This design comes from an exercise in tuning for small area, a short achievable clock period and few clock cycles per item on the open sky130 flow, not from production work. Only simulation tests tie the RTL to the original design; equivalence was not proved. Power is estimated from default activity; no workload was simulated.

==> flow/design.v <==
`timescale 1ns/1ps
`default_nettype none
package div_pkg;
	localparam int DIV_WIDTH = 64;
endpackage
`default_nettype wire
`timescale 1ns/1ps
`default_nettype none
module div_lzc64 (
	input  logic [63:0] x_i,
	output logic [6:0]  cnt_o
);
	logic [63:0] v0;
	logic [31:0] v1; logic [31:0][0:0] c1;
	logic [15:0] v2; logic [15:0][1:0] c2;
	logic [7:0]  v3; logic [7:0][2:0]  c3;
	logic [3:0]  v4; logic [3:0][3:0]  c4;
	logic [1:0]  v5; logic [1:0][4:0]  c5;
	logic        v6; logic [5:0]       c6;
	assign v0 = x_i;
	always_comb begin
		for (int i = 0; i < 32; i++) begin
			v1[i] = v0[2*i+1] | v0[2*i];
			c1[i] = ~v0[2*i+1];
		end
		for (int i = 0; i < 16; i++) begin
			v2[i] = v1[2*i+1] | v1[2*i];
			c2[i] = v1[2*i+1] ? {1'b0, c1[2*i+1]} : {1'b1, c1[2*i]};
		end
		for (int i = 0; i < 8; i++) begin
			v3[i] = v2[2*i+1] | v2[2*i];
			c3[i] = v2[2*i+1] ? {1'b0, c2[2*i+1]} : {1'b1, c2[2*i]};
		end
		for (int i = 0; i < 4; i++) begin
			v4[i] = v3[2*i+1] | v3[2*i];
			c4[i] = v3[2*i+1] ? {1'b0, c3[2*i+1]} : {1'b1, c3[2*i]};
		end
		for (int i = 0; i < 2; i++) begin
			v5[i] = v4[2*i+1] | v4[2*i];
			c5[i] = v4[2*i+1] ? {1'b0, c4[2*i+1]} : {1'b1, c4[2*i]};
		end
		v6 = v5[1] | v5[0];
		c6 = v5[1] ? {1'b0, c5[1]} : {1'b1, c5[0]};
	end
	assign cnt_o = v6 ? {1'b0, c6} : 7'd64;
endmodule
`default_nettype wire
`timescale 1ns/1ps
`default_nettype none
module int_div_top (
	input  wire                clk,
	input  wire                rst_n_i,
	input  logic               req_i,
	input  logic               req_op_i,        
	input  logic [63:0]        req_dividend_i,
	input  logic [63:0]        req_divisor_i,
	output logic               ack_o,
	output logic [63:0]        rsp_quotient_o,
	output logic [63:0]        rsp_remainder_o,
	output logic               rsp_div_by_zero_o
);
	logic       a_neg, b_neg, b_zero, a_pow2;
	logic [6:0] lz_a, lz_b;
	assign a_neg  = ~req_op_i & req_dividend_i[63];
	assign b_neg  = ~req_op_i & req_divisor_i[63];
	assign b_zero = ~|req_divisor_i;
	div_lzc64 i_lz_a (
		.x_i   ({req_op_i & req_dividend_i[63], req_dividend_i[62:0] ^ req_dividend_i[63:1]}),
		.cnt_o (lz_a)
	);
	div_lzc64 i_lz_b (
		.x_i   ({req_op_i & req_divisor_i[63], req_divisor_i[62:0] ^ req_divisor_i[63:1]}),
		.cnt_o (lz_b)
	);
	assign a_pow2 = a_neg & ~|(~req_dividend_i[63:1] & req_dividend_i[62:0]);
	logic st_idle, st_prep, st_algn, st_step, st_fix, st_done;
	logic        ack_q;
	logic [64:0] r_q;       
	logic [65:0] d_q;       
	logic        cin_q;     
	logic [63:0] q_q;       
	logic [6:0]  lza_q;
	logic [6:0]  lzb_q;
	logic        pow2_q;
	logic [6:0]  cnt_q;     
	logic [2:0]  srem_q;    
	logic        a_neg_q;   
	logic        same_q;    
	logic        b_neg_q;
	logic        qneg_q;    
	logic        dbz_q;
	logic [65:0] add_a;
	logic [66:0] sum;
	logic [65:0] s;
	logic        acc;
	assign add_a = {r_q[64], r_q};
	assign sum   = {add_a, 1'b1} + {d_q, cin_q};
	assign s     = sum[66:1];
	assign acc   = s[65] ~^ a_neg_q;
	logic [7:0]  k;
	logic [65:0] d_lo;
	assign k    = {1'b0, lzb_q} - {1'b0, lza_q} + {7'd0, pow2_q};
	assign d_lo = 66'(({{b_neg_q, b_neg_q, req_divisor_i} ^ {66{same_q}}, {15{same_q}}} << k[3:0]) >> 15);
	function automatic logic [63:0] below_or(input logic [63:0] x);
		logic [63:0] p;
		p = {x[62:0], 1'b0};
		for (int l = 0; l < 6; l++) begin
			for (int i = 0; i < 64; i++) begin
				if ((i >> l) & 1) p[i] = p[i] | p[((i >> l) << l) - 1];
			end
		end
		below_or = p;
	endfunction
	logic [63:0] q_fix;
	assign q_fix = qneg_q ? (q_q ^ below_or(q_q)) : q_q;
	logic last;
	logic start;
	assign last  = (cnt_q == 7'd0);
	assign start = st_idle & req_i;
	always_ff @(posedge clk or negedge rst_n_i) begin
		if (!rst_n_i) begin
			st_idle <= 1'b1;
			st_prep <= 1'b0;
			st_algn <= 1'b0;
			st_step <= 1'b0;
			st_fix  <= 1'b0;
			st_done <= 1'b0;
			ack_q   <= 1'b0;
		end else begin
			st_idle <= (st_idle & ~req_i) | (st_done & ~req_i);
			st_prep <= start;
			st_algn <= (st_prep & ~dbz_q & ~k[7] & (k[6:4] != 3'd0)) | (st_algn & (srem_q != 3'd1));
			st_step <= (st_prep & ~dbz_q & ~k[7] & (k[6:4] == 3'd0)) | (st_algn & (srem_q == 3'd1)) |
				(st_step & ~last);
			st_fix  <= st_step & last & (a_neg_q | qneg_q);
			st_done <= (st_prep & (dbz_q | k[7])) | (st_step & last & ~a_neg_q & ~qneg_q) |
				st_fix | (st_done & req_i);
			ack_q   <= (st_prep & (dbz_q | k[7])) | (st_step & last & ~a_neg_q & ~qneg_q) |
				st_fix | (st_done & req_i);
		end
	end
	always_ff @(posedge clk) begin
		if (start) begin
			r_q <= {a_neg, req_dividend_i};
		end else if ((st_step & acc) | (st_prep & a_neg_q & ~k[7] & ~dbz_q) | (st_fix & a_neg_q)) begin
			r_q <= s[64:0];
		end
	end
	always_ff @(posedge clk) begin
		if (start) begin
			q_q <= '0;
		end else if (st_prep & dbz_q) begin
			q_q <= '1;
		end else if (st_step) begin
			q_q <= {q_q[62:0], acc};
		end else if (st_fix) begin
			q_q <= q_fix;
		end
	end
	always_ff @(posedge clk) begin
		if (start) begin
			d_q <= '1;
		end else if (st_prep) begin
			d_q <= d_lo;
		end else if (st_algn) begin
			d_q <= {d_q[49:0], {16{same_q}}};
		end else if (st_step) begin
			d_q <= last ? '0 : {d_q[65], d_q[65:1]};
		end
		if (start) begin
			cin_q <= 1'b0;
		end else if (st_prep) begin
			cin_q <= same_q;
		end else if (st_step & last) begin
			cin_q <= 1'b1;
		end
	end
	always_ff @(posedge clk) begin
		if (start) begin
			lza_q   <= lz_a;
			lzb_q   <= lz_b;
			pow2_q  <= a_pow2;
			a_neg_q <= a_neg;
			same_q  <= (a_neg == b_neg);
			b_neg_q <= b_neg;
			qneg_q  <= a_neg ^ b_neg;
			dbz_q   <= b_zero;
		end
		if (st_prep) begin
			cnt_q  <= k[6:0];
			srem_q <= k[6:4];
		end else if (st_algn) begin
			srem_q <= srem_q - 3'd1;
		end else if (st_step) begin
			cnt_q <= cnt_q - 7'd1;
		end
	end
	assign ack_o             = ack_q;
	assign rsp_quotient_o    = q_q;
	assign rsp_remainder_o   = r_q[63:0];
	assign rsp_div_by_zero_o = dbz_q;
endmodule
`default_nettype wire
==> flow/run.sh <==
#!/bin/bash
# synth_recipe.tcl (not shown) runs the flow's synth.tcl, then flattens the netlist and writes it again
# the make line also repeats each setting of config.mk as NAME=value (left out here)
make -C /OpenROAD-flow-scripts/flow DESIGN_CONFIG=/design/flow/config.mk WORK_HOME=/design/flow/orfs CLKGATE_MAP_FILE= SYNTH_SCRIPT=/design/flow/synth_recipe.tcl finish
==> flow/config.mk <==
export PLATFORM = sky130hd
export DESIGN_NAME = int_div_top
export DESIGN_NICKNAME = int_div_top
export VERILOG_FILES = /design/flow/design.v
export SDC_FILE = /design/flow/constraint.sdc
export NUM_CORES = 4
export LEC_CHECK = 0
export CAP_MARGIN = 20
export CORE_MARGIN = 2
export CORE_UTILIZATION = 40
export SETUP_SLACK_MARGIN = 1.5
export SLEW_MARGIN = 20
==> flow/constraint.sdc <==
create_clock -name core_clock -period 5.0 [get_ports {clk}]
set_input_delay 1.0000 -clock core_clock [delete_from_list [all_inputs] [get_ports {clk}]]
set_output_delay 1.0000 -clock core_clock [all_outputs]
set_load 0.01 [all_outputs]
==> results by group, run 1 <==
GRT
  – Largest net degree at the start of global routing: around 170
  – Vias in the first global route: around 21000
  – Initial antenna violation count: 1
  – Gr usage total: 27.14%
  – Total grt overflow: 0
  – First-pass GRT wire length: 121300 um

Route
  – DRC Markers: 0
  – Number of vias per cell: 6.089
  – TritonRoute pass-1 iters: 8
  – Final WL: just over 80000 um
  – Detail Route Antenna Nets: 0
  – Initial detailed-routing violation count: 2164
  – Wire length per cell: around 22 um
  – Total number of vias: ~22000

Logic synthesis
  – Post-synth EDFFs: between 90 and 100
  – Seq cells post-synth: 232
  – Synth Net Count: ~3100
  – Synth async-reset ratio: around 2.6%
  – Post-Syn Area: between 20000 and 25000 um2
  – Post-synthesis sequential area ratio: 25.50%
  – Synth unique cells: between 70 and 80
  – Mapped Cells: about 2800
  – Yosys warnings: 2
  – Synth Area per Inst: slightly below 8 um2
  – Prevailing post-synth register cell: dfxtp_1

STA
  – Ratio of final minimum period to clock period: between 70% and 80%
  – Worst Tran Pin Value: 1.085 ns
  – Hold Fails Final Rpt: 0
  – Minimum clock period: 3.767 ns
  – Max-slew violations: 0
  – Setup violators final: 0
  – Setup TNS: 0 ns
  – Rel. slew slack: between 20% and 30%
  – Fin worst setup slack: roughly 1.2 ns
  – Layout Skew: approximately 0.025 ns
  – Max Fclk: about 270 MHz
  – Hold WS: about 0.52 ns
  – RSZ-0062 raised after global routing: yes

Worst setup path
  – Req. time, crit path: approximately 5.4 ns
  – CP max FO: 11
  – Kind of critical path: flop to flop
  – CP Data Arrival Time: between 4 and 5 ns
  – Reg2Reg Depth: 14
  – Crit end category: flop
  – CP Launch Type: flop

Clock tree
  – H-tree levels: 1
  – Clk root buf: clkbuf_16
  – CTS tree: yes
  – Clk latency of the worst-skew pair: slightly below 0.6 ns
  – Clock transition at path regs: approximately 0.06 ns
  – TritonCTS Buffers: 29
  – Max Buffers Root-to-Sink: 3
  – Clock sink count: roughly 230

Placed design
  – Dpl hpwl: 60310 um
  – GPL Wtd Cong: just over 0.9
  – Setup WS pre-CTS: about 0.56 ns
  – Placed insts: ~3600
  – I/O Buffers: roughly 260

Floorplanning
  – Initial core utilization: ~40%
  – Die H: ~240 um
  – Die Footprint: between 50000 and 60000 um2
  – Io pins: around 260
  – Core region area: about 55000 um2
  – Row Count: between 80 and 90
  – Die W: ~240 um

Hold path
  – Worst Hold Class: flop to flop
  – Hold depth: 2

Job
  – MaxCap Viol Count: 0

Finish
  – Syn-to-layout area delta: 25.15%
  – Layout Nets: between 3000 and 4000
  – Final cell count without fillers: 3688
  – Share of layout cells above drive strength 1: 13.92%

Pwr
  – Leak pwr: approximately 0.011 uW
  – Peak supply drop: roughly 0.45 mV
  – Pwr Density: between 700 and 800 nW/um2

Run status
  – Status: finished clean
kinds of logic (layout without fill, tap and decap cells):
group,after synthesis,count (layout),share of synthesized area [%]
flip-flops,232,232,25.50
AO/OA/AOI/OAI,887,889,25.12
other,0,2,0
buffers and inverters,405,582,7.978
multiplexers,136,136,9.186
AND/OR/NAND/NOR,836,837,17.95
XOR/XNOR,182,183,7.224
adder cells (fa/ha/maj),123,123,7.043
where the power goes:
group          switching [uW]  internal (uW)  total (uW)  leakage (uW)
combinational            7160           6220       13400       0.00839
clock                     878           1110        1990      0.000429
sequential               1270           3390        4650       0.00206
what timing repair did:
item / 4_1_cts / 5_1_grt
hold buffers: 0 / 0
buffers inserted: 47 / 24
pin swaps: 44 / 53
resized for setup: 137 / 99
endpoints found under the setup margin: 153 / 158
gates cloned: 8 / 4
cells in the final DEF, fill, tap and decap left out, drive strengths merged, types with 24 or more instances in the layout:
cell           instances
o21bai                28
a21oi                267
xor2                  75
ha                   121
buf                  110
a31oi                 31
mux2i                 81
o21ai                245
xnor2                108
nand3                 89
nand2b                24
a21o                  52
clkdlybuf4s50        258
o22ai                 24
dfxtp                131
clkbuf                44
a222oi                41
a211oi                34
nor2                 200
mux4                  53
nand4                 33
nor4                  28
nor3                  56
nand2                282
o211ai                35
edfxtp                95
inv                  159
synth_stat cells (6+ instances only):
library cell,number,area [um2]
a2111oi_0,6,52.55
a211oi_1,34,255.2
a21boi_0,8,60.06
a21o_1,52,390.4
a21oi_1,267,1336
a221oi_1,11,96.34
a222oi_1,41,410.4
a22oi_1,12,90.09
a31oi_1,31,193.9
a41oi_1,6,52.55
and2_1,13,81.33
and3_1,23,143.9
buf_1,29,108.9
buf_4,64,480.5
clkbuf_1,156,585.6
dfxtp_1,131,2623
edfxtp_1,95,2853
ha_1,121,1514
inv_1,155,581.8
mux2i_1,81,810.8
mux4_2,53,1194
nand2_1,282,1059
nand2b_1,24,150.1
nand3_1,89,445.4
nand4_1,33,206.5
nor2_1,198,743.2
nor2b_1,21,131.4
nor3_1,56,280.3
nor4_1,27,168.9
o2111ai_1,6,52.55
o211ai_1,35,262.8
o21a_1,10,75.07
o21ai_0,245,1226
o21bai_1,28,210.2
o221ai_1,11,96.34
o22ai_1,24,150.1
o311ai_0,7,61.31
o31ai_1,15,112.6
or2_2,11,68.82
or3_1,18,112.6
or4_1,12,90.09
xnor2_1,108,945.9
xor2_1,74,648.1
final timing paths:
path	startpoint	endpoint	slack, ns
worst max-delay path	pow2_q	d_q[22]	1.23
worst min-delay path	st_idle	st_idle	0.52
worst max register to register	pow2_q	d_q[22]	1.23
worst min register to register	st_idle	st_idle	0.52
max in group asynchronous	rst_n_i	st_idle	4.07
min in group asynchronous	rst_n_i	st_fix	0.65
per-stage QoR:
step / utilization (%) / area (um2) / power [uW]
finish: 50.42 / 27620 / 20020
global route: 50.41 / 27610 / 21430
CTS: 49.11 / 26900 / 19380
detailed placement: 45.20 / 24760 / 16030
global placement: 45.20 / 24760 / 15890
floorplan: - / 22080 / 12420
state kept, by name (all words and copies together), names as in the netlist:
name,flops
st_done,1
d_q,66
st_idle,1
b_neg_q,1
st_fix,1
pow2_q,1
a_neg_q,1
st_step,1
q_q,64
same_q,1
cnt_q,7
lzb_q,7
st_prep,1
dbz_q,1
lza_q,7
qneg_q,1
st_algn,1
r_q,65
srem_q,3
cin_q,1
area by class of cell:
type                            count  area (um2)
Tap cell                          704       880.8
Clock buffer                       42       794.5
Antenna cell                        2       5.005
Inverter                          156       588.1
Timing Repair Buffer              373        3809
Multi-Input combinational cell   2168       15820
Clock inverter                     11       81.33
Fill cell                        5128       27150
Sequential cell                   232        5640
worst max-delay path: stages (launching register included):
cell,delay [ns]
edfxtp_1,0.43
inv_2,0.07
ha_4,0.27
inv_4,0.04
ha_4,0.15
fa_4,0.79
buf_6,0.13
buf_12,0.15
mux4_2,0.55
xnor2_2,0.19
mux2i_1,0.17
a222oi_1,0.38
nand3_1,0.11
o21ai_0,0.12
nand2_1,0.07
per-layer routing:
metal	routed length (um)	track usage (%)	vias to the layer above
met3	6310	4.226	178
met2	38780	45.31	904
met4	3733	11.02	0
met1	33040	35.00	10760
met5	0	0	-
li1	-	-	10620
Testbench counts, summed over its fixed seeds: cycles 84,982, items 8,000.
==> run 2: changes to the inputs <==
==> flow/flow/run.sh (new file) <==
#!/bin/bash
# The standard layout (the standard.sh: standard synthesis, floorplan,
# placement, CTS, routing), with one change: the port buffers that
# buffer_ports inserts on every input and output are buf_2 cells instead of
# the delay cell it picks by default. Make's full output goes to
# flow_make.log here; ORFS's per-step logs stay under orfs/logs/.
set -euo pipefail
bash standard.sh 'BUFFER_PORTS_ARGS=-buffer_cell sky130_fd_sc_hd__buf_2' finish > flow_make.log 2>&1
==> flow/standard.sh (new file) <==
#!/bin/bash
# synth_recipe.tcl (not shown) runs the flow's synth.tcl, then flattens the netlist and writes it again
# the make line also repeats each setting of config.mk as NAME=value (left out here)
make -C /OpenROAD-flow-scripts/flow DESIGN_CONFIG=/design/flow/config.mk WORK_HOME=/design/flow/orfs CLKGATE_MAP_FILE= SYNTH_SCRIPT=/design/flow/synth_recipe.tcl "${@:-finish}"
removed: flow/run.sh
==> results by group, run 2 <==
Worst setup path
  – Reg2Reg Depth: 13
  – CP Launch Type: flop
  – Req. time, crit path: 5.42 ns
  – Kind of critical path: flop to flop
  – CP Data Arrival Time: between 4 and 5 ns
  – Crit end category: flop
  – R2R setup slack: ~1.3 ns
  – CP max FO: 6

Finish
  – Share of layout cells above drive strength 1: 20.48%
  – Commonest non-fill, non-tap cell in the layout: nand2_1
  – Syn-to-layout area delta: 17.38%
  – Biggest regs: d_q: 66 flops, r_q: 65 flops, q_q: 64 flops
  – Antenna diodes: 0
  – Most frequent cells in the layout: 279 x nand2_1, 261 x buf_2, 255 x a21oi_1
  – Reg with most FFs: d_q
  – Largest register FFs: 66
  – Layout Nets: around 3200

STA
  – Worst Tran Pin Value: ~1.1 ns
  – Minimum clock period: roughly 3.7 ns
  – Max Fclk: between 200 and 300 MHz
  – Hold Fails Final Rpt: 0
  – RSZ-0062 raised after global routing: yes
  – Rel. slew slack: about a quarter
  – Ratio of final minimum period to clock period: about three quarters
  – Setup TNS: 0 ns
  – Setup violators final: 0
  – Layout Skew: about 0.024 ns
  – Hold WS: about 0.24 ns
  – Max-slew violations: 0

Clock tree
  – Clock transition at path regs: about 0.06 ns
  – CTS Hold Bufs: 0
  – Clock sink count: between 200 and 250
  – Clk root buf: clkbuf_16
  – TritonCTS Buffers: 29
  – H-tree levels: 1
  – Max Buffers Root-to-Sink: 3
  – Clk latency of the worst-skew pair: approximately 0.58 ns
  – CTS tree: yes

Logic synthesis
  – Synth unique cells: 79
  – Seq cells post-synth: 232
  – Post-synthesis sequential area ratio: 25.50%
  – Synth Net Count: roughly 3100
  – Most frequent cell after synthesis: nand2_1
  – Post-Syn Area: around 22000 um2
  – Synth area leader: edfxtp_1
  – Synth cell count leaders: 282 x nand2_1, 267 x a21oi_1, 245 x o21ai_0
  – Synth async-reset ratio: 2.586%
  – Synth Area per Inst: between 7 and 8 um2
  – Mapped Cells: 2801
  – Post-synth EDFFs: 95
  – Prevailing post-synth register cell: dfxtp_1
  – Share of the synthesized area in the top cell type: roughly 13%
  – Top cells by area, synth: edfxtp_1 13%, dfxtp_1 12%, ha_1 6.9%
  – Yosys warnings: 2

Placed design
  – GPL Wtd Cong: between 0.9 and 1
  – Dpl hpwl: 59450 um
  – I/O Buffers: between 200 and 300

Route
  – Initial detailed-routing violation count: ~2100
  – Detail Route Antenna Nets: 0
  – Final WL: about 80000 um
  – Wire length per cell: around 22 um
  – Number of vias per cell: about 6.1
  – TritonRoute pass-1 iters: 7
  – Total number of vias: ~22000
  – DRC Markers: 0

GRT
  – Largest net degree at the start of global routing: 215
  – Gr usage total: between 20% and 30%
  – Met3 usage: under 10%
  – Global routing usage on met2: between 40% and 50%
  – Total grt overflow: 0
  – GR Layer Usage met1: 34.77%
  – Initial antenna violation count: 0
  – Vias in the first global route: between 20000 and 25000
  – Gr busiest metal: met2
  – First-pass GRT wire length: roughly 120000 um

Floorplanning
  – Core region area: between 50000 and 60000 um2
  – Initial core utilization: around two fifths
  – Die H: roughly 240 um
  – Die Footprint: about 57000 um2
  – Row Count: 86
  – Die W: 238.9 um
  – Io pins: 262

Pwr
  – Leak pwr: between 0.01 and 0.015 uW
  – Pwr Density: ~750 nW/um2
  – Peak supply drop: between 0.4 and 0.5 mV

Run status
  – Status: finished clean

Job
  – MaxCap Viol Count: 0

Hold path
  – Worst Hold Class: input port to asynchronous set/reset pin
## run 2: cell count changes in the layout (fill, tap and decap cells not counted), moves of 4 or more
cell and delta:
buf_2 +261, buf_4 -24, buf_6 +6, clkdlybuf4s50_1 -258
mux2i_1 +15, mux2i_2 -11, mux2i_4 -4, o21ai_0 +7
o21ai_1 -6, xnor2_1 +23, xnor2_2 -21
## run 2: stage by stage
| step | instance area, um2 | utilization (%) | cells | power (uW) | worst slack, ns |
|---|---|---|---|---|---|
| CTS | 25350 | 46.29 | 3647 | 18820 | 1.322 |
| global placement | 23460 | 42.83 | 3548 | 15210 | 0.9723 |
| finish | 25900 | 47.29 | 3668 | 19360 | 1.314 |
| floorplan | 22080 | - | 2801 | 12420 | 1.505 |
| global route | 25900 | 47.29 | 3668 | 20790 | 1.186 |
| detailed placement | 23460 | 42.83 | 3548 | 15380 | 0.8589 |
## run 2: power by group
part / switching (uW) / internal [uW]
logic: 7100 / 5640
clock network: 867 / 1180
registers: 1170 / 3390
total: 9140 / 10200
## run 2: layer usage
layer / vias to the layer above / part of all wire [%]
met3: 116 / 6.1
met2: 776 / 49
met5: - / 0
met4: 0 / 3.3
met1: 10850 / 41
li1: 10550 / -
## run 2: worst paths after layout
kind                                from      end
worst min register to register   d_q[62]  d_q[62]
max in group asynchronous        rst_n_i  st_idle
min in group core_clock          d_q[62]  d_q[62]
worst max-delay path            lza_q[0]  d_q[46]
worst max register to register  lza_q[0]  d_q[46]
worst min-delay path             rst_n_i  st_prep
## run 2: area by class of cell
cell class,instances,area [um2]
Inverter,156,585.6
Timing Repair Buffer,357,2466
Multi-Input combinational cell,2165,15420
Fill cell,5367,28870
Tap cell,704,880.8
Clock buffer,44,823.3
Sequential cell,232,5644
Clock inverter,10,77.57
## run 2: repair_timing
| action | 4_1_cts | 5_1_grt |
|---|---|---|
| gates resized for setup | 97 | 70 |
| cloned | 9 | 5 |
| endpoints found under the setup margin | 144 | 147 |
| buffers inserted | 36 | 16 |
| pin swaps | 31 | 51 |
## run 2: cells by family (layout without fill, tap and decap cells)
kind of cell	Yosys count	in the layout	synth area share (%)
buffers and inverters	405	567	7.978
muxes	136	136	9.186
xor gates and xnor gates	182	183	7.224
DFF	232	232	25.50
adders and majority gates	123	123	7.043
AOI/OAI and AO/OA	887	887	25.12
and+or+nand+nor	836	836	17.95
## run 2: worst max-delay path, stage by stage (launching register included)
cell	delay (ns)
edfxtp_1	0.38
ha_1	0.30
inv_2	0.04
ha_4	0.15
fa_4	0.79
buf_6	0.16
buf_12	0.14
mux4_2	0.53
xnor2_2	0.21
mux2i_1	0.13
a222oi_1	0.35
nand3_1	0.12
o21ai_0	0.14
nand2_1	0.09
==> run 3: changes to the inputs <==
--- a/flow/design.v
+++ b/flow/design.v
@@ -83,24 +83,44 @@
 	logic [6:0]  lzb_q;
 	logic        pow2_q;
 	logic [6:0]  cnt_q;     
-	logic [2:0]  srem_q;    
+	logic [3:0]  srem_q;    
 	logic        a_neg_q;   
 	logic        same_q;    
 	logic        b_neg_q;
 	logic        qneg_q;    
 	logic        dbz_q;
 	logic [65:0] add_a;
-	logic [66:0] sum;
 	logic [65:0] s;
 	logic        acc;
+	function automatic logic [65:0] add66(input logic [65:0] a, input logic [65:0] b, input logic c);
+		logic [66:0] g, p;
+		g = {a & b, c};
+		p = {a ^ b, 1'b0};
+		for (int l = 0; l < 7; l++) begin
+			for (int i = 0; i < 67; i++) begin
+				if ((i >> l) & 1) begin
+					g[i] = g[i] | (p[i] & g[((i >> l) << l) - 1]);
+					p[i] = p[i] & p[((i >> l) << l) - 1];
+				end
+			end
+		end
+		add66 = (a ^ b) ^ g[65:0];
+	endfunction
 	assign add_a = {r_q[64], r_q};
-	assign sum   = {add_a, 1'b1} + {d_q, cin_q};
-	assign s     = sum[66:1];
+	assign s     = add66(add_a, d_q, cin_q);
 	assign acc   = s[65] ~^ a_neg_q;
 	logic [7:0]  k;
+	logic [2:0]  k_lo;
 	logic [65:0] d_lo;
+	logic        sh_big;
+	logic [1:0]  sh8;
+	logic [65:0] d_hi;
 	assign k    = {1'b0, lzb_q} - {1'b0, lza_q} + {7'd0, pow2_q};
-	assign d_lo = 66'(({{b_neg_q, b_neg_q, req_divisor_i} ^ {66{same_q}}, {15{same_q}}} << k[3:0]) >> 15);
+	assign k_lo = lzb_q[2:0] - lza_q[2:0] + {2'd0, pow2_q};
+	assign d_lo = 66'(({{b_neg_q, b_neg_q, req_divisor_i} ^ {66{same_q}}, {7{same_q}}} << k_lo) >> 7);
+	assign sh_big = srem_q[3] | srem_q[2] | (srem_q[1] & srem_q[0]);   
+	assign sh8    = sh_big ? 2'd3 : srem_q[1:0];
+	assign d_hi   = 66'(({d_q, {24{same_q}}} << {sh8, 3'd0}) >> 24);
 	function automatic logic [63:0] below_or(input logic [63:0] x);
 		logic [63:0] p;
 		p = {x[62:0], 1'b0};
@@ -129,8 +149,8 @@
 		end else begin
 			st_idle <= (st_idle & ~req_i) | (st_done & ~req_i);
 			st_prep <= start;
-			st_algn <= (st_prep & ~dbz_q & ~k[7] & (k[6:4] != 3'd0)) | (st_algn & (srem_q != 3'd1));
-			st_step <= (st_prep & ~dbz_q & ~k[7] & (k[6:4] == 3'd0)) | (st_algn & (srem_q == 3'd1)) |
+			st_algn <= (st_prep & ~dbz_q & ~k[7] & (k[6:3] != 4'd0)) | (st_algn & sh_big & (srem_q != 4'd3));
+			st_step <= (st_prep & ~dbz_q & ~k[7] & (k[6:3] == 4'd0)) | (st_algn & ~(sh_big & (srem_q != 4'd3))) |
 				(st_step & ~last);
 			st_fix  <= st_step & last & (a_neg_q | qneg_q);
 			st_done <= (st_prep & (dbz_q | k[7])) | (st_step & last & ~a_neg_q & ~qneg_q) |
@@ -163,7 +183,7 @@
 		end else if (st_prep) begin
 			d_q <= d_lo;
 		end else if (st_algn) begin
-			d_q <= {d_q[49:0], {16{same_q}}};
+			d_q <= d_hi;
 		end else if (st_step) begin
 			d_q <= last ? '0 : {d_q[65], d_q[65:1]};
 		end
@@ -188,9 +208,9 @@
 		end
 		if (st_prep) begin
 			cnt_q  <= k[6:0];
-			srem_q <= k[6:4];
+			srem_q <= k[6:3];
 		end else if (st_algn) begin
-			srem_q <= srem_q - 3'd1;
+			srem_q <= srem_q - {2'd0, sh8};
 		end else if (st_step) begin
 			cnt_q <= cnt_q - 7'd1;
 		end
==> flow/run.sh (new file) <==
#!/bin/bash
# synth_recipe.tcl (not shown) runs the flow's synth.tcl, then flattens the netlist and writes it again
# the make line also repeats each setting of config.mk as NAME=value (left out here)
make -C /OpenROAD-flow-scripts/flow DESIGN_CONFIG=/design/flow/config.mk WORK_HOME=/design/flow/orfs CLKGATE_MAP_FILE= SYNTH_SCRIPT=/design/flow/synth_recipe.tcl finish
--- a/flow/config.mk
+++ b/flow/config.mk
@@ -8,5 +8,5 @@
 export CAP_MARGIN = 20
 export CORE_MARGIN = 2
 export CORE_UTILIZATION = 40
-export SETUP_SLACK_MARGIN = 1.5
+export SETUP_SLACK_MARGIN = 2
 export SLEW_MARGIN = 20
removed: flow/flow/run.sh
removed: flow/standard.sh
==> results by group, run 3 <==
STA
  – Ratio of final minimum period to clock period: around 72%
  – Setup violators final: 0
  – Worst Tran Pin Value: between 1 and 1.5 ns
  – Rel. slew slack: about 27%
  – Minimum clock period: about 3.6 ns
  – Max Fclk: between 200 and 300 MHz
  – Hold Fails Final Rpt: 0
  – Max-slew violations: 0
  – RSZ-0062 raised after global routing: yes
  – Layout Skew: between 0.02 and 0.025 ns

GRT
  – First-pass GRT wire length: approximately 130000 um
  – Vias in the first global route: between 20000 and 25000
  – GR Layer Usage met1: 35.73%
  – Largest net degree at the start of global routing: approximately 170
  – Met3 usage: under 10%
  – Gr busiest metal: met2
  – Gr usage total: between 20 and 30%
  – Initial antenna violation count: 0
  – Global routing usage on met2: slightly below 50%
  – Total grt overflow: 0

Placed design
  – Post-Place Cell Area: approximately 25000 um2
  – Placed insts: between 3000 and 4000
  – I/O Buffers: 261
  – Dpl hpwl: roughly 59000 um
  – GPL Wtd Cong: between 0.9 and 1

Finish
  – Filler cell count: slightly below 5000
  – Biggest regs: d_q: 66 flops, r_q: 65 flops, q_q: 64 flops
  – Reg with most FFs: d_q
  – Fin area: around 29000 um2
  – Most frequent cells in the layout: 303 x nand2_1, 229 x nor2_1, 192 x a21oi_1
  – Final cell count without fillers: around 3700
  – Layout Nets: ~3300
  – Commonest non-fill, non-tap cell in the layout: nand2_1
  – Share of layout cells above drive strength 1: roughly a fifth
  – Largest register FFs: 66
  – Syn-to-layout area delta: 33.75%
  – Antenna diodes: 0

Logic synthesis
  – Synth unique cells: 88
  – Yosys warnings: 2
  – Prevailing post-synth register cell: dfxtp_1
  – Post-Syn Area: between 20000 and 25000 um2
  – Synth cell count leaders: 308 x nand2_1, 235 x nor2_1, 207 x a21oi_1
  – Mapped Cells: approximately 2800
  – Seq cells post-synth: about 230
  – Top cells by area, synth: edfxtp_1 13%, dfxtp_1 12%, ha_1 6.8%
  – Most frequent cell after synthesis: nand2_1
  – Synth area leader: edfxtp_1
  – Synth Area per Inst: just under 8 um2
  – Post-synth EDFFs: between 90 and 100
  – Share of the synthesized area in the top cell type: between 10% and 20%
  – Synth async-reset ratio: about 2.6%
  – Synth Net Count: slightly above 3000
  – Post-synthesis sequential area ratio: 25.72%

Floorplanning
  – Row Count: 85
  – Die Footprint: around 57000 um2
  – Die H: between 200 and 250 um
  – Core region area: 54130 um2
  – Die W: around 240 um
  – Io pins: between 200 and 300
  – Initial core utilization: 40.62%

Clock tree
  – Clock sink count: ~230
  – CTS tree: yes
  – Max Buffers Root-to-Sink: 3
  – Clock transition at path regs: about 0.060 ns
  – Clk latency of the worst-skew pair: about 0.59 ns
  – TritonCTS Buffers: 29
  – Clk root buf: clkbuf_16
  – H-tree levels: 1

Job
  – MaxCap Viol Count: 0

Pwr
  – Peak supply drop: ~0.42 mV
  – Pwr Density: 631.8 nW/um2
  – Sequential share of power: between 20% and 30%
  – Leak pwr: approximately 0.012 uW
  – Clock power share: 11.6%
  – Combinational share of power: about 63%
  – Sw Ratio: 44.10%
  – Internal Power: approximately 10000 uW
  – NetSw: around 8200 uW

Worst setup path
  – Kind of critical path: flop to flop
  – Crit end category: flop
  – CP max FO: 8
  – Req. time, crit path: 5.34 ns
  – CP Data Arrival Time: between 3 and 4 ns
  – CP Launch Type: flop

Route
  – Initial detailed-routing violation count: 2009
  – DRC Markers: 0
  – Total number of vias: 23220
  – Final WL: roughly 86000 um
  – Number of vias per cell: between 6 and 7
  – Wire length per cell: 22.90 um
  – Detail Route Antenna Nets: 0
  – TritonRoute pass-1 iters: 6

Hold path
  – Worst Hold Class: flop to flop

Run status
  – Status: finished clean
[run 3: changes by cell type after synthesis, moves of 26 or more]
cell	delta
a21o_1	-33
nor2_1	+37
nand3_1	-30
o22ai_1	+26
nand2_1	+26
o211ai_1	+34
a222oi_1	-40
o21ai_0	-40
a21oi_1	-60
mux2i_1	-53
[run 3: worst max-delay path, stage by stage, from the launching register on]
cell and delay, ns:
dfxtp_1 0.61, ha_4 0.23, nand3_1 0.07, or4_4 0.54, a211o_4 0.32, a211oi_4 0.30, o21ai_2 0.11, a21oi_2 0.21
mux2i_2 0.28, o211ai_1 0.15, buf_4 0.23, buf_12 0.14, clkbuf_16 0.16
[run 3: logic make-up after synthesis]
logic type | Yosys count | synth area share, %
AND/OR/NAND/NOR | 882 | 18.85
AO/OA/AOI/OAI | 875 | 25.91
flip-flops | 233 | 25.72
adder cells (fa/ha/maj) | 127 | 7.499
buffers and inverters | 397 | 7.932
multiplexers | 87 | 7.112
XOR/XNOR | 175 | 6.970
[run 3: power groups by stage]
stage               Combinational [uW]  Clock, uW  Sequential, uW
floorplan                         6690          0            4200
global placement                  8980          0            4670
detailed placement                9200          0            4680
CTS                              10800       2180            4660
global route                     12700       2260            4810
finish                           11700       2150            4730
[run 3: final timing paths]
kind	startpoint	end	slack, ns	depth (start not counted)
min in group asynchronous	rst_n_i	ack_q	0.67	1
setup / recovery	d_q[10]	r_q[22]	1.40	12
hold / removal	st_idle	st_idle	0.52	2
setup reg to reg	d_q[10]	r_q[22]	1.40	12
hold reg to reg	st_idle	st_idle	0.52	2
max in group asynchronous	rst_n_i	st_idle	4.05	1
[run 3: layout make-up]
| class | instances | area (um2) | area share (%) |
|---|---|---|---|
| multi-input combinational | 2146 | 16640 | 56.56 |
| inverter | 159 | 601.8 | 2.046 |
| timing repair buffer | 450 | 4651 | 15.81 |
| clock inverter | 18 | 156.4 | 0.5318 |
| clock buffer | 36 | 792.0 | 2.693 |
| sequential | 233 | 5703 | 19.39 |
| tap | 696 | 870.8 | 2.961 |
[run 3: per-layer routing]
layer  up-vias  share of wire (%)
li1      10790                  -
met1     11280                 40
met2       931                 49
met3       222                5.8
met4         0                5.2
met5         -                  0
[run 3: per-stage QoR]
stage                     total power (uW)  utilization, %  setup WS (ns)  hold slack, ns  TNS (ns)
after global placement               13650           45.94         0.8468          0.4936         0
after floorplan                      10890               -        -0.6582          0.4564    -42.78
final                                18580           54.33          1.399          0.5244         0
after detailed placement             13880           45.94         0.7936          0.5096         0
after global routing                 19820           54.33          1.316          0.5578         0
after CTS                            17620           51.26          1.457          0.5224         0
[run 3: what timing repair did]
action                                  4_1_cts  5_1_grt
buffers inserted                             83       56
cloned                                        7        5
pin swaps                                   107       95
hold buffers                                  0        0
endpoints found under the setup margin      212      208
resized for setup                           261      270
Testbench counts of run 3, summed over its fixed seeds: cycles 85,279, items 8,000.
==> run 4: changes to the inputs <==
==> flow/flow/run.sh (new file) <==
#!/bin/bash
# The standard layout (the standard.sh: standard synthesis, floorplan,
# placement, CTS, routing), with one change: the port buffers that
# buffer_ports inserts on every input and output are buf_2 cells instead of
# the delay cell it picks by default. Make's full output goes to
# flow_make.log here; ORFS's per-step logs stay under orfs/logs/.
set -euo pipefail
bash standard.sh 'BUFFER_PORTS_ARGS=-buffer_cell sky130_fd_sc_hd__buf_2' finish > flow_make.log 2>&1
==> flow/standard.sh (new file) <==
#!/bin/bash
# synth_recipe.tcl (not shown) runs the flow's synth.tcl, then flattens the netlist and writes it again
# the make line also repeats each setting of config.mk as NAME=value (left out here)
make -C /OpenROAD-flow-scripts/flow DESIGN_CONFIG=/design/flow/config.mk WORK_HOME=/design/flow/orfs CLKGATE_MAP_FILE= SYNTH_SCRIPT=/design/flow/synth_recipe.tcl "${@:-finish}"
--- a/flow/config.mk
+++ b/flow/config.mk
@@ -8,5 +8,5 @@
 export CAP_MARGIN = 20
 export CORE_MARGIN = 2
 export CORE_UTILIZATION = 40
-export SETUP_SLACK_MARGIN = 2
+export SETUP_SLACK_MARGIN = 1.5
 export SLEW_MARGIN = 20
removed: flow/run.sh
==> results by group, run 4 <==
GRT
  – Largest net degree at the start of global routing: 74
  – Total grt overflow: 0
  – Vias in the first global route: roughly 21000
  – Gr usage total: about 27%
  – Initial antenna violation count: 2
  – First-pass GRT wire length: 123500 um

Hold path
  – Worst Hold Class: input port to asynchronous set/reset pin

Worst setup path
  – Req. time, crit path: between 5 and 6 ns
  – Worst Setup EP: d_q[52]
  – CP Data Arrival Time: 3.98 ns
  – FF-to-FF Start: lza_q[0]
  – Crit path from: lza_q[0]
  – R2R setup slack: between 1 and 1.5 ns
  – Critical R2R Capture: d_q[52]
  – CP Launch Type: flop
  – Crit end category: flop
  – Reg2Reg Depth: 12
  – CP max FO: 7
  – Kind of critical path: flop to flop

STA
  – Setup violators final: 0
  – Max Fclk: 278.7 MHz
  – Ratio of final minimum period to clock period: a little under three quarters
  – RSZ-0062 raised after global routing: yes
  – Worst Tran Pin Value: approximately 1.2 ns
  – Max-slew violations: 0
  – Fin worst setup slack: approximately 1.4 ns
  – Minimum clock period: ~3.6 ns
  – Hold Fails Final Rpt: 0
  – Rel. slew slack: 19.68%
  – Layout Skew: between 0.02 and 0.025 ns

Logic synthesis
  – Share of the synthesized area in the top cell type: about an eighth
  – Post-synthesis sequential area ratio: ~26%
  – Synth async-reset ratio: 2.575%
  – Synth Net Count: roughly 3000
  – Synth unique cells: just under 90
  – Synth cell count leaders: 308 x nand2_1, 235 x nor2_1, 207 x a21oi_1
  – Prevailing post-synth register cell: dfxtp_1
  – Seq cells post-synth: ~230
  – Post-synth EDFFs: 96
  – Synth Area per Inst: 7.921 um2
  – Post-Syn Area: about 22000 um2
  – Top cells by area, synth: edfxtp_1 13%, dfxtp_1 12%, ha_1 6.8%
  – Synth area leader: edfxtp_1
  – Yosys warnings: 2
  – Most frequent cell after synthesis: nand2_1
  – Mapped Cells: 2776

Finish
  – Share of layout cells above drive strength 1: between 20% and 30%
  – Biggest regs: d_q: 66 flops, r_q: 65 flops, q_q: 64 flops
  – Reg with most FFs: d_q
  – Antenna diodes: 0
  – Commonest non-fill, non-tap cell in the layout: nand2_1
  – Syn-to-layout area delta: 16.63%
  – Final cell count without fillers: between 3000 and 4000
  – Most frequent cells in the layout: 307 x nand2_1, 261 x buf_2, 234 x nor2_1
  – Layout Nets: about 3200
  – Largest register FFs: 66

Job
  – MaxCap Viol Count: 0

Floorplanning
  – Core region area: between 50000 and 60000 um2
  – Die W: 238.5 um
  – Io pins: 262
  – Die Footprint: 56870 um2
  – Initial core utilization: 40.62%
  – Die H: roughly 240 um
  – Row Count: 85

Placed design
  – Setup WS pre-CTS: roughly 0.97 ns
  – I/O Buffers: roughly 260
  – Dpl hpwl: roughly 60000 um
  – Placed insts: approximately 3500
  – GPL Wtd Cong: around 0.97

Pwr
  – Clock power share: 12.6%
  – NetSw: ~7600 uW
  – Peak supply drop: roughly 0.44 mV
  – Internal Power: between 8000 and 9000 uW
  – Leak pwr: just over 0.01 uW
  – Combinational share of power: ~59%
  – Sequential share of power: 28.7%
  – Sw Ratio: between 40% and 50%
  – Pwr Density: 638.3 nW/um2
  – Total power: ~16000 uW

Route
  – TritonRoute pass-1 iters: 5
  – Initial detailed-routing violation count: about 2300
  – Met1 wire length: ~33000 um
  – DRC Markers: 0
  – Uppermost layer routed: met5
  – Routed wire length on met2: between 30000 and 40000 um
  – Number of vias per cell: 6.240
  – Final WL: 82000 um
  – Detail Route Antenna Nets: 0
  – Total number of vias: 22660
  – Wire length per cell: about 23 um
  – Met3 WL: ~5500 um

Clock tree
  – CTS tree: yes
  – Clk latency of the worst-skew pair: roughly 0.57 ns
  – Max Buffers Root-to-Sink: 3
  – Clock transition at path regs: roughly 0.060 ns
  – Clock sink count: approximately 230
  – TritonCTS Buffers: 29
  – Clk root buf: clkbuf_16
  – H-tree levels: 1

Run status
  – Status: finished clean
==> run 4: cell counts after synthesis <==
Identical to the previous run, type by type.
==> run 4: per-stage QoR <==
| step | area [um2] | hold slack (ns) | util [%] | TNS [ns] |
|---|---|---|---|---|
| 2_1_floorplan | 22020 | 0.4564 | - | -42.78 |
| 3_3_place_gp | 23390 | 0.4949 | 43.20 | 0 |
| 3_5_place_dp | 23390 | 0.5093 | 43.20 | 0 |
| 4_1_cts | 24660 | 0.2220 | 45.55 | 0 |
| 5_1_grt | 25650 | 0.2336 | 47.38 | 0 |
| 6_report | 25650 | 0.2379 | 47.38 | 0 |
==> run 4: worst min path at each step <==
stage	slack, ns	startpoint	depth (start not counted)	to
6_report	0.24	rst_n_i	1	st_algn
5_1_grt	0.23	rst_n_i	1	st_algn
4_1_cts	0.22	rst_n_i	1	st_algn
3_5_place_dp	0.51	st_fix	1	ack_q
3_3_place_gp	0.49	st_fix	1	ack_q
2_1_floorplan	0.46	cin_q	2	cin_q
==> run 4: kinds of logic after synthesis <==
family          synth area share, %
xor+xnor                      6.970
fa+ha+maj                     7.499
mux                           7.112
buf+inv                       7.932
compound gates                25.91
flops                         25.72
simple gates                  18.85
==> run 4: area by class of cell <==
class                           count  area [um2]
Tap cell                          696       870.8
Timing Repair Buffer              345        2195
Clock inverter                      7       66.31
Inverter                          159       599.3
Multi-Input combinational cell   2146       15400
Clock buffer                       46       839.6
Sequential cell                   233        5670
Fill cell                        5300       28490
==> run 4: timing repair <==
action	in CTS	in global routing
gates cloned	2	6
buffers inserted	18	22
hold buffers	0	0
pin swaps	10	38
setup endpoints to repair	124	130
resized for setup	34	142
==> run 4: layer usage <==
layer	up-vias	track usage, %
met5	-	0
met4	2	12.31
met3	202	3.876
met2	970	47.33
met1	10950	34.11
li1	10550	-
==> run 4: critical path: stages, from the launching register on <==
cell,delay [ns]
edfxtp_1,0.37
ha_1,0.31
inv_2,0.05
ha_4,0.16
fa_4,0.88
buf_8,0.16
buf_12,0.13
buf_4,0.11
mux4_2,0.54
xnor2_4,0.22
o22ai_2,0.14
a211oi_2,0.24
o211ai_1,0.10
==> run 4: power by group through the flow <==
| stage | Sequential, uW | Combinational [uW] | Clock (uW) |
|---|---|---|---|
| after floorplan | 4170 | 6610 | 0 |
| after global placement | 4600 | 8360 | 0 |
| after detailed placement | 4640 | 8550 | 0 |
| after CTS | 4620 | 8970 | 2100 |
| after global routing | 4770 | 10600 | 2170 |
| final | 4700 | 9600 | 2070 |
==> run 5: changes to the inputs <==
--- a/flow/design.v
+++ b/flow/design.v
@@ -178,14 +178,16 @@
 		end
 	end
 	always_ff @(posedge clk) begin
-		if (start) begin
-			d_q <= '1;
-		end else if (st_prep) begin
+		if (st_prep) begin
 			d_q <= d_lo;
 		end else if (st_algn) begin
 			d_q <= d_hi;
 		end else if (st_step) begin
 			d_q <= last ? '0 : {d_q[65], d_q[65:1]};
+		end else if (st_fix) begin
+			d_q <= '0;
+		end else begin
+			d_q <= '1;
 		end
 		if (start) begin
 			cin_q <= 1'b0;
@@ -196,15 +198,15 @@
 		end
 	end
 	always_ff @(posedge clk) begin
-		if (start) begin
-			lza_q   <= lz_a;
-			lzb_q   <= lz_b;
-			pow2_q  <= a_pow2;
-			a_neg_q <= a_neg;
-			same_q  <= (a_neg == b_neg);
-			b_neg_q <= b_neg;
-			qneg_q  <= a_neg ^ b_neg;
-			dbz_q   <= b_zero;
+		lza_q   <= lz_a;
+		lzb_q   <= lz_b;
+		pow2_q  <= a_pow2;
+		a_neg_q <= a_neg;
+		same_q  <= (a_neg == b_neg);
+		b_neg_q <= b_neg;
+		qneg_q  <= a_neg ^ b_neg;
+		if (start) begin
+			dbz_q <= b_zero;
 		end
 		if (st_prep) begin
 			cnt_q  <= k[6:0];
==> results by group, run 5 <==
Run status
  – Status: finished clean

GRT
  – First-pass GRT wire length: 112500 um
  – Initial antenna violation count: 1
  – Gr usage total: a little over a quarter
  – Vias in the first global route: about 20000
  – Largest net degree at the start of global routing: 76
  – Total grt overflow: 0

Logic synthesis
  – Synth async-reset ratio: 2.575%
  – Synth Area per Inst: approximately 8.2 um2
  – Most frequent cell after synthesis: a21oi_1
  – Seq cells post-synth: about 230
  – Synth unique cells: just over 80
  – Synth Net Count: 2805
  – Synth cell count leaders: 300 x a21oi_1, 222 x nand2_1, 221 x nor2_1
  – Post-Syn Area: between 20000 and 25000 um2
  – Mapped Cells: between 2000 and 3000
  – Share of the synthesized area in the top cell type: between 10% and 20%
  – Synth area leader: edfxtp_1
  – Post-synth EDFFs: 93
  – Post-synthesis sequential area ratio: a little over a quarter
  – Prevailing post-synth register cell: dfxtp_1
  – Yosys warnings: 2
  – Top cells by area, synth: edfxtp_1 13%, dfxtp_1 13%, mux4_2 8.3%

Finish
  – Reg with most FFs: d_q
  – Largest register FFs: between 60 and 70
  – Commonest non-fill, non-tap cell in the layout: a21oi_1
  – Layout Nets: a little under 3000
  – Biggest regs: d_q: 66 flops, r_q: 65 flops, q_q: 64 flops
  – Syn-to-layout area delta: 14.70%
  – Share of layout cells above drive strength 1: about 20%
  – Fin area: between 20000 and 25000 um2
  – Most frequent cells in the layout: 295 x a21oi_1, 261 x buf_2, 221 x nand2_1

Worst setup path
  – Slowest cell on crit path: a2111o_1
  – CP max stage delay: around 0.54 ns
  – CP max FO: 8
  – Buf+Inv Stages, Crit Path: 3
  – Crit-path leading delay family: compound AO/OA/AOI/OAI gates
  – CP Data Arrival Time: 3.85 ns
  – CP Launch Type: flop
  – Crit end category: flop
  – Worst path cell trace: ha_1 > a21o_1 > a21oi_2 > nand3_2 > a2111o_1 > a32oi_4 > o21ai_4 > a21oi_4 > o41ai_4 > xnor2_1 > o211ai_1 > buf_4 > buf_8 > buf_12
  – Kind of critical path: flop to flop
  – Req. time, crit path: between 5 and 6 ns

STA
  – Rel. slew slack: 27.33%
  – RSZ-0062 raised after global routing: yes
  – Layout Skew: a little under 0.03 ns
  – Fin worst setup slack: around 1.4 ns
  – Setup violators final: 0
  – Max Fclk: about 280 MHz
  – Worst Tran Pin Value: 1.087 ns
  – Ratio of final minimum period to clock period: a little under three quarters
  – Setup TNS: 0 ns
  – Minimum clock period: 3.573 ns
  – Hold Fails Final Rpt: 0
  – Max-slew violations: 0

Route
  – Final WL: about 75000 um
  – Number of vias per cell: 5.974
  – TritonRoute pass-1 iters: 9
  – Total number of vias: just over 20000
  – DRC Markers: 0
  – Detail Route Antenna Nets: 0
  – Wire length per cell: between 20 and 25 um
  – Initial detailed-routing violation count: 1907

Pwr
  – Leak pwr: approximately 0.0096 uW
  – Combinational share of power: between 60% and 70%
  – Internal Power: around 9300 uW
  – Pwr Density: around 700 nW/um2
  – Sequential share of power: between 20% and 30%
  – Clock power share: 12.4%
  – NetSw: roughly 7800 uW
  – Peak supply drop: 0.4034 mV
  – Sw Ratio: roughly 46%

Clock tree
  – Max Buffers Root-to-Sink: 3
  – Clk latency of the worst-skew pair: just under 0.6 ns
  – CTS tree: yes
  – H-tree levels: 1
  – CTS Hold Bufs: 0
  – Clk root buf: clkbuf_16
  – Clock transition at path regs: 0.06 ns
  – Clock sink count: 233
  – TritonCTS Buffers: 29

Floorplanning
  – Die H: 232.6 um
  – Initial core utilization: ~41%
  – Die Footprint: ~54000 um2
  – Row Count: 83
  – Core region area: approximately 52000 um2
  – Io pins: around 260
  – Die W: ~230 um

Placed design
  – Dpl hpwl: 55760 um
  – GPL Wtd Cong: about 0.98
  – I/O Buffers: roughly 260
  – Post-Place Cell Area: about 22000 um2
  – Setup WS pre-CTS: roughly 1.1 ns

Job
  – MaxCap Viol Count: 0

Hold path
  – Worst Hold Class: input port to asynchronous set/reset pin
[run 5: changes by cell type after synthesis, sizes merged, moves of 22 or more]
cell	previous run	this run
a21oi	208	300
nand2	308	222
o21ai	206	174
a31oi	42	13
o211ai	70	42
a2111oi	26	1
or3	39	14
mux4	55	77
[run 5: cell type report]
cell class / instances / area [um2]
clock buffers: 45 / 902.1
diodes: 1 / 2.502
inverters: 163 / 611.8
well taps: 680 / 850.8
clock inverters: 8 / 47.55
flip-flops and latches: 233 / 5638
fillers: 5117 / 27530
multi-input cells: 1933 / 13910
repair buffers: 336 / 2023
[run 5: logic make-up after synthesis]
logic type	synth area share (%)
DFF	26.91
muxes	10.32
and+or+nand+nor	15.90
xor gates and xnor gates	7.288
adders and majority gates	7.886
buffers and inverters	8.030
AOI/OAI and AO/OA	23.67
[run 5: final timing paths]
path                              start  slack (ns)  depth (start not counted)      end
worst min register to register  st_idle        0.52                          2  st_idle
worst min-delay path            rst_n_i        0.24                          1  st_algn
worst max register to register   r_q[2]        1.43                         14  r_q[34]
max in group asynchronous       rst_n_i        4.53                          1  st_idle
worst max-delay path             r_q[2]        1.43                         14  r_q[34]
min in group core_clock         st_idle        0.52                          2  st_idle
[run 5: through the flow]
stage                     power (uW)  utilization, %  cells  hold slack, ns
after floorplan                11380               -   2546          0.4781
after global placement         13630           43.46   3300          0.5033
after detailed placement       13860           43.46   3300          0.5121
after CTS                      16690           46.07   3385          0.2205
after global routing           18370           46.56   3398          0.2315
final                          17140           46.56   3399          0.2410
[run 5: power by group through the flow]
stage | logic, uW | clock network (uW) | registers [uW]
floorplan | 7070 | 0 | 4310
global placement | 8990 | 0 | 4630
detailed placement | 9170 | 0 | 4680
CTS | 9890 | 2150 | 4650
global route | 11400 | 2220 | 4780
finish | 10300 | 2120 | 4690
[run 5: per-layer routing]
| metal | global-route usage (%) | routed length, um |
|---|---|---|
| met4 | 11.80 | 3593 |
| met5 | 0 | 0 |
| met2 | 45.64 | 36200 |
| met1 | 32.83 | 29540 |
| met3 | 4.571 | 5342 |
[run 5: what timing repair did]
action	in CTS	in global routing
endpoints found under the setup margin	103	87
buffers inserted	27	10
pin swaps	5	9
cloned	5	3
gates resized for setup	24	28
Testbench counts of run 5, summed over its fixed seeds: cycles 85,279, items 8,000.
==> run 6: changes to the inputs <==
--- a/flow/design.v
+++ b/flow/design.v
@@ -79,11 +79,13 @@
 	logic [65:0] d_q;       
 	logic        cin_q;     
 	logic [63:0] q_q;       
-	logic [6:0]  lza_q;
-	logic [6:0]  lzb_q;
+	logic [6:0]  lza_q;     
+	logic [6:0]  lzb_q;     
 	logic        pow2_q;
-	logic [6:0]  cnt_q;     
-	logic [3:0]  srem_q;    
+	logic [6:0]  cnt_q;
+	logic [3:0]  srem_q;
+	assign cnt_q  = lza_q;
+	assign srem_q = lzb_q[3:0];
 	logic        a_neg_q;   
 	logic        same_q;    
 	logic        b_neg_q;
@@ -198,8 +200,6 @@
 		end
 	end
 	always_ff @(posedge clk) begin
-		lza_q   <= lz_a;
-		lzb_q   <= lz_b;
 		pow2_q  <= a_pow2;
 		a_neg_q <= a_neg;
 		same_q  <= (a_neg == b_neg);
@@ -208,13 +208,16 @@
 		if (start) begin
 			dbz_q <= b_zero;
 		end
-		if (st_prep) begin
-			cnt_q  <= k[6:0];
-			srem_q <= k[6:3];
+		if (start) begin
+			lza_q <= lz_a;
+			lzb_q <= lz_b;
+		end else if (st_prep) begin
+			lza_q <= k[6:0];
+			lzb_q <= {3'd0, k[6:3]};
 		end else if (st_algn) begin
-			srem_q <= srem_q - {2'd0, sh8};
+			lzb_q <= {3'd0, srem_q - {2'd0, sh8}};
 		end else if (st_step) begin
-			cnt_q <= cnt_q - 7'd1;
+			lza_q <= lza_q - 7'd1;
 		end
 	end
 	assign ack_o             = ack_q;
==> results by group, run 6 <==
Worst setup path
  – Worst path cell trace: ha_4 > a21o_1 > a22o_1 > o41ai_4 > o211ai_1 > a221o_1 > a21o_1 > a31oi_4 > xor2_1 > o211ai_1 > buf_4 > clkbuf_16
  – Req. time, crit path: 5.29 ns
  – Crit path from: d_q[56]
  – FF-to-FF Start: d_q[56]
  – CP Launch Type: flop
  – Buf+Inv Stages, Crit Path: 2
  – Crit-path leading delay family: compound AO/OA/AOI/OAI gates
  – Slowest cell on crit path: edfxtp_1
  – Worst Setup EP: r_q[17]
  – CP max stage delay: approximately 0.54 ns
  – R2R setup slack: 1.51 ns
  – Reg2Reg Depth: 12
  – Cell depth of the worst setup path: 12
  – Kind of critical path: flop to flop
  – Crit end category: flop
  – CP max FO: 8
  – CP Data Arrival Time: 3.77 ns
  – Critical R2R Capture: r_q[17]

STA
  – Worst Tran Pin Value: 1.089 ns
  – RSZ-0062 raised after global routing: yes
  – Setup TNS: 0 ns
  – Setup violators final: 0
  – Hold Fails Final Rpt: 0
  – Layout Skew: approximately 0.022 ns
  – Max-slew violations: 0
  – Minimum clock period: between 3 and 4 ns
  – Hold WS: about 0.24 ns
  – Rel. slew slack: 27.39%
  – Ratio of final minimum period to clock period: 69.79%
  – Max Fclk: approximately 290 MHz
  – Fin worst setup slack: 1.510 ns

Clock tree
  – H-tree levels: 1
  – TritonCTS Buffers: 28
  – Clock transition at path regs: 0.07 ns
  – CTS tree: yes
  – Clk root buf: clkbuf_16
  – Max Buffers Root-to-Sink: 3
  – Clock sink count: 222
  – Clk latency of the worst-skew pair: between 0.5 and 0.6 ns

Logic synthesis
  – XOR/XNOR share of the synthesized area: under 10%
  – Synth cell count leaders: 242 x nand2_1, 205 x a21oi_1, 204 x nor2_1
  – Post-synth EDFFs: 96
  – Post-synthesis sequential area ratio: ~26%
  – Adder-Cell Fraction of Synth Area: 7.819%
  – Most frequent cell after synthesis: nand2_1
  – Compound-gate portion of the synthesized area: 25.16%
  – Post-synthesis mux area share: around 8.4%
  – Mapped Cells: 2611
  – Seq cells post-synth: 222
  – Top cells by area, synth: edfxtp_1 14%, dfxtp_1 11%, ha_1 7.1%
  – Share of the synthesized area in the top cell type: 13.67%
  – Post-Syn Area: between 20000 and 25000 um2
  – Largest family of logic cells by synthesized area: compound AO/OA/AOI/OAI gates
  – Synth Area per Inst: 8.077 um2
  – Synth unique cells: between 80 and 90
  – Synth Net Count: approximately 2900
  – Yosys warnings: 2
  – Prevailing post-synth register cell: dfxtp_1
  – Synth async-reset ratio: about 2.7%
  – Synth area leader: edfxtp_1
  – Simple-gate share of the synthesized area: 17.98%

Job
  – MaxCap Viol Count: 0

Pwr
  – Peak supply drop: 0.4751 mV
  – Leak pwr: 0.009711 uW
  – Pwr Density: slightly below 900 nW/um2

Run status
  – Status: finished clean

Finish
  – Commonest non-fill, non-tap cell in the layout: buf_2
  – Largest register FFs: 66
  – Share of layout cells above drive strength 1: 19.10%
  – Reg with most FFs: d_q
  – Fin util: about 46%
  – Layout Nets: 2997
  – Syn-to-layout area delta: 14.78%
  – Biggest regs: d_q: 66 flops, r_q: 65 flops, q_q: 64 flops
  – Most frequent cells in the layout: 261 x buf_2, 241 x nand2_1, 201 x a21oi_1
  – Filler cell count: 5187
  – Area of the multi-input gates: 14360 um2
  – Fin area: roughly 24000 um2
  – Reg area: 5460 um2

GRT
  – Global routing usage on met2: between 40% and 50%
  – GR Layer Usage met1: a little under two fifths
  – Gr usage total: 27.67%
  – Initial antenna violation count: 3
  – Vias in the first global route: 19630
  – Gr busiest metal: met2
  – Total grt overflow: 0
  – Met3 usage: between 2 and 3%
  – First-pass GRT wire length: 117700 um
  – Largest net degree at the start of global routing: 70

Floorplanning
  – Die H: 233.6 um
  – Core region area: roughly 52000 um2
  – Die W: roughly 230 um
  – Row Count: 84
  – Io pins: 262
  – Initial core utilization: 40.29%
  – Die Footprint: about 55000 um2

Route
  – DRC Markers: 0
  – Initial detailed-routing violation count: between 2000 and 2500
  – Number of vias per cell: about 6.2
  – Final WL: 79570 um
  – TritonRoute pass-1 iters: 9
  – Detail Route Antenna Nets: 0
  – Wire length per cell: ~23 um
  – Total number of vias: 21340

Placed design
  – Setup WS pre-CTS: 0.8920 ns
  – Post-Place Cell Area: between 20000 and 25000 um2
  – Dpl hpwl: approximately 60000 um
  – I/O Buffers: around 260
  – GPL Wtd Cong: between 0.9 and 1

Hold path
  – Worst Hold Class: input port to asynchronous set/reset pin
==> run 6: changes by cell type after synthesis, sizes merged, moves of 23 or more <==
cell and delta:
a22oi +24, o21ai +23, xnor2 -50, a21oi -95, nand3 +36, xor2 +40, mux4 -23
==> run 6: area by class of cell <==
cell class,instances,share of cell area [%]
Antenna cell,2,0.02067
Tap cell,688,3.556
Multi-Input combinational cell,2003,59.30
Clock buffer,40,3.246
Timing Repair Buffer,328,8.569
Clock inverter,11,0.3411
Sequential cell,222,22.56
Inverter,155,2.409
==> run 6: metrics by stage <==
| stage | std cells | power [uW] |
|---|---|---|
| 2_1_floorplan | 2611 | 14250 |
| 3_3_place_gp | 3358 | 17340 |
| 3_5_place_dp | 3358 | 17620 |
| 4_1_cts | 3422 | 20120 |
| 5_1_grt | 3449 | 22830 |
| 6_report | 3449 | 21310 |
==> run 6: cells by family after synthesis <==
| family | Yosys count |
|---|---|
| mux | 109 |
| flops | 222 |
| compound gates | 814 |
| buf+inv | 386 |
| fa+ha+maj | 127 |
| simple gates | 789 |
| xor+xnor | 164 |
==> run 6: worst min-delay path by stage <==
stage,endpoint,slack [ns],startpoint,cells after the start
3_3_place_gp,st_fix,0.49,qneg_q,2
5_1_grt,st_prep,0.24,rst_n_i,1
3_5_place_dp,st_fix,0.50,qneg_q,2
6_report,st_prep,0.24,rst_n_i,1
4_1_cts,st_prep,0.22,rst_n_i,1
2_1_floorplan,cin_q,0.46,cin_q,2
==> run 6: what timing repair did <==
item,in CTS,in global routing
hold buffers,0,0
pin swaps,6,12
buffers inserted,11,17
endpoints found under the setup margin,133,108
gates cloned,2,8
gates resized for setup,25,55
==> run 6: per-layer routing <==
metal,vias up,routed length (um)
li1,9943,-
met1,10390,33700
met2,866,38160
met3,130,5067
met4,2,2625
met5,-,16
==> run 6: power by group <==
group	total [uW]	internal (uW)	leakage [uW]	switching [uW]
clock	1940	1100	0.000415	848
sequential	4710	3330	0.00198	1380
combinational	14700	6580	0.00732	8070
Testbench counts of run 6, summed over its fixed seeds: cycles 85,279, items 8,000.
==> run 7: changes to the inputs <==
--- a/flow/design.v
+++ b/flow/design.v
@@ -169,10 +169,8 @@
 		end
 	end
 	always_ff @(posedge clk) begin
-		if (start) begin
-			q_q <= '0;
-		end else if (st_prep & dbz_q) begin
-			q_q <= '1;
+		if (st_prep) begin
+			q_q <= {64{dbz_q}};
 		end else if (st_step) begin
 			q_q <= {q_q[62:0], acc};
 		end else if (st_fix) begin
@@ -210,14 +208,17 @@
 		end
 		if (start) begin
 			lza_q <= lz_a;
-			lzb_q <= lz_b;
 		end else if (st_prep) begin
 			lza_q <= k[6:0];
+		end else if (st_step) begin
+			lza_q <= lza_q - 7'd1;
+		end
+		if (st_prep) begin
 			lzb_q <= {3'd0, k[6:3]};
 		end else if (st_algn) begin
 			lzb_q <= {3'd0, srem_q - {2'd0, sh8}};
-		end else if (st_step) begin
-			lza_q <= lza_q - 7'd1;
+		end else begin
+			lzb_q <= lz_b;
 		end
 	end
 	assign ack_o             = ack_q;
==> results by group, run 7 <==
GRT
  – Gr usage total: between 20% and 30%
  – First-pass GRT wire length: 118300 um
  – Vias in the first global route: 19610
  – Largest net degree at the start of global routing: 67
  – Initial antenna violation count: 8
  – Total grt overflow: 0

Logic synthesis
  – Top cells by area, synth: edfxtp_1 22%, mux4_2 8.5%, ha_1 7.0%
  – Most frequent cell after synthesis: nand2_1
  – Synth Area per Inst: roughly 8.6 um2
  – Mapped Cells: around 2500
  – Yosys warnings: 2
  – Synth area leader: edfxtp_1
  – Share of the synthesized area in the top cell type: between 20% and 30%
  – Synth Net Count: approximately 2700
  – Synth unique cells: 91
  – Synth cell count leaders: 231 x nand2_1, 225 x a21oi_1, 206 x nor2_1
  – Post-Syn Area: 21270 um2
  – Post-synth EDFFs: roughly 150
  – Post-synthesis sequential area ratio: 28.25%
  – Seq cells post-synth: 222
  – Synth async-reset ratio: 2.703%
  – Prevailing post-synth register cell: edfxtp_1

Route
  – TritonRoute pass-1 iters: 6
  – Wire length per cell: around 24 um
  – Total number of vias: 20840
  – DRC Markers: 0
  – Initial detailed-routing violation count: 2174
  – Number of vias per cell: 6.265
  – Final WL: around 79000 um
  – Detail Route Antenna Nets: 0

STA
  – Ratio of final minimum period to clock period: a little over two thirds
  – Setup TNS: 0 ns
  – Max Fclk: roughly 290 MHz
  – Max-slew violations: 0
  – RSZ-0062 raised after global routing: yes
  – Worst Tran Pin Value: ~1.0 ns
  – Minimum clock period: approximately 3.5 ns
  – Setup violators final: 0
  – Rel. slew slack: between 30 and 40%
  – Layout Skew: around 0.027 ns
  – Hold Fails Final Rpt: 0
  – Hold WS: ~0.23 ns

Worst setup path
  – R2R setup slack: 1.51 ns
  – FF-to-FF Start: lza_q[0]
  – CP Launch Type: flop
  – Critical R2R Capture: d_q[52]
  – Reg2Reg Depth: 10
  – Crit end category: flop
  – CP max FO: 5
  – CP Data Arrival Time: about 3.8 ns
  – Req. time, crit path: 5.29 ns
  – Kind of critical path: flop to flop

Pwr
  – Internal Power: roughly 6400 uW
  – Leak pwr: 0.009490 uW
  – Clock power share: between 15 and 20%
  – NetSw: about 4700 uW
  – Sw Ratio: between 40% and 50%
  – Sequential share of power: approximately 29%
  – Total power: 11120 uW
  – Combinational share of power: 52.9%
  – Peak supply drop: about 0.29 mV
  – Pwr Density: about 450 nW/um2

Clock tree
  – CTS tree: yes
  – CTS Hold Bufs: 0
  – Clock sink count: approximately 220
  – Max Buffers Root-to-Sink: 3
  – H-tree levels: 1
  – Clk latency of the worst-skew pair: around 0.58 ns
  – TritonCTS Buffers: 29
  – Clock transition at path regs: ~0.06 ns
  – Clk root buf: clkbuf_16

Floorplanning
  – Core region area: roughly 53000 um2
  – Die W: 234.6 um
  – Die H: ~230 um
  – Initial core utilization: roughly two fifths
  – Io pins: 262
  – Die Footprint: approximately 55000 um2
  – Row Count: 84

Finish
  – Fin util: between 40 and 50%
  – Syn-to-layout area delta: 15.00%
  – Commonest non-fill, non-tap cell in the layout: buf_2
  – Reg with most FFs: d_q
  – Most frequent cells in the layout: 261 x buf_2, 229 x nand2_1, 221 x a21oi_1
  – Largest register FFs: 66
  – Share of layout cells above drive strength 1: a little under a quarter
  – Layout Nets: ~2900
  – Biggest regs: d_q: 66 flops, r_q: 65 flops, q_q: 64 flops

Placed design
  – Dpl hpwl: between 50000 and 60000 um
  – I/O Buffers: roughly 260
  – GPL Wtd Cong: between 0.9 and 1

Run status
  – Status: finished clean

Hold path
  – Worst Hold Class: input port to asynchronous set/reset pin

Job
  – MaxCap Viol Count: 0
run 7: changes by cell type in the layout (fill, tap and decap cells not counted), sizes merged, moves of 23 or more:
cell,delta
dfxtp,-57
edfxtp,+57
mux4,+26
nand3,-34
o211ai,-23
o21ai,-47
xnor2,+27
run 7: layout make-up:
cell class / instances / area [um2]
antenna: 3 / 7.507
fill: 5090 / 28090
clock inverter: 8 / 50.05
inverter: 151 / 566.8
multi-input combinational: 1895 / 14280
tap: 688 / 860.8
clock buffer: 46 / 870.8
sequential: 222 / 6032
timing repair buffer: 314 / 1790
run 7: worst max path at each step:
| stage | startpoint | depth (start not counted) | slack (ns) | endpoint |
|---|---|---|---|---|
| floorplan | req_divisor_i[42] | 9 | 1.51 | lzb_q[0] |
| global placement | lza_q[0] | 11 | 0.91 | d_q[7] |
| finish | lza_q[0] | 10 | 1.51 | d_q[52] |
| CTS | r_q[4] | 12 | 1.50 | r_q[64] |
| global route | lza_q[0] | 11 | 1.41 | d_q[61] |
| detailed placement | req_divisor_i[54] | 11 | 0.87 | lzb_q[0] |
run 7: cells by family after synthesis:
| group | after synthesis | synth area share [%] |
|---|---|---|
| flops | 222 | 28.25 |
| mux | 126 | 10.73 |
| compound gates | 726 | 21.86 |
| fa+ha+maj | 127 | 7.755 |
| buf+inv | 362 | 7.572 |
| simple gates | 726 | 16.39 |
| xor+xnor | 181 | 7.455 |
run 7: power groups by stage:
stage / logic (uW) / clock network [uW] / registers, uW
floorplan: 4160 / 0 / 2930
global placement: 5260 / 0 / 3160
detailed placement: 5380 / 0 / 3180
CTS: 5590 / 2060 / 3150
global route: 6440 / 2140 / 3210
finish: 5890 / 2060 / 3180
run 7: metrics by stage:
| step | cells | worst slack (ns) | area [um2] |
|---|---|---|---|
| global placement | 3234 | 0.9134 | 22670 |
| CTS | 3303 | 1.503 | 23950 |
| global route | 3325 | 1.409 | 24450 |
| detailed placement | 3234 | 0.8694 | 22670 |
| floorplan | 2470 | 1.511 | 21280 |
| finish | 3327 | 1.509 | 24460 |
run 7: per-layer routing:
metal	GRT usage [%]	part of all wire, %	up-vias
met5	0	0.11	-
met1	37.66	42	10280
li1	-	-	9470
met3	3.525	7.5	152
met4	8.746	3.5	14
met2	45.59	47	924
run 7: timing repair:
| action | in CTS | in global routing |
|---|---|---|
| cloned | 9 | 1 |
| gates resized for setup | 37 | 62 |
| endpoints found under the setup margin | 125 | 131 |
| pin swaps | 9 | 25 |
| buffers inserted | 6 | 20 |
run 7: worst max-delay path: stages (launching register included):
cell,delay [ns]
edfxtp_1,0.43
ha_1,0.32
inv_2,0.05
ha_4,0.16
fa_4,0.83
clkbuf_16,0.18
mux4_2,0.54
xnor2_2,0.24
o22ai_1,0.12
a221oi_1,0.24
nand2_1,0.09
Testbench counts of run 7, summed over its fixed seeds: cycles 85,279, items 8,000.

Setup slack of run 7, layout unchanged: 1.509 ns with ideal ports, 1.509 ns with driving cells assumed (clock clkbuf_16, inputs buf_2), 1.028 ns with port delays also shifted by the 0.626 ns mid clock arrival.
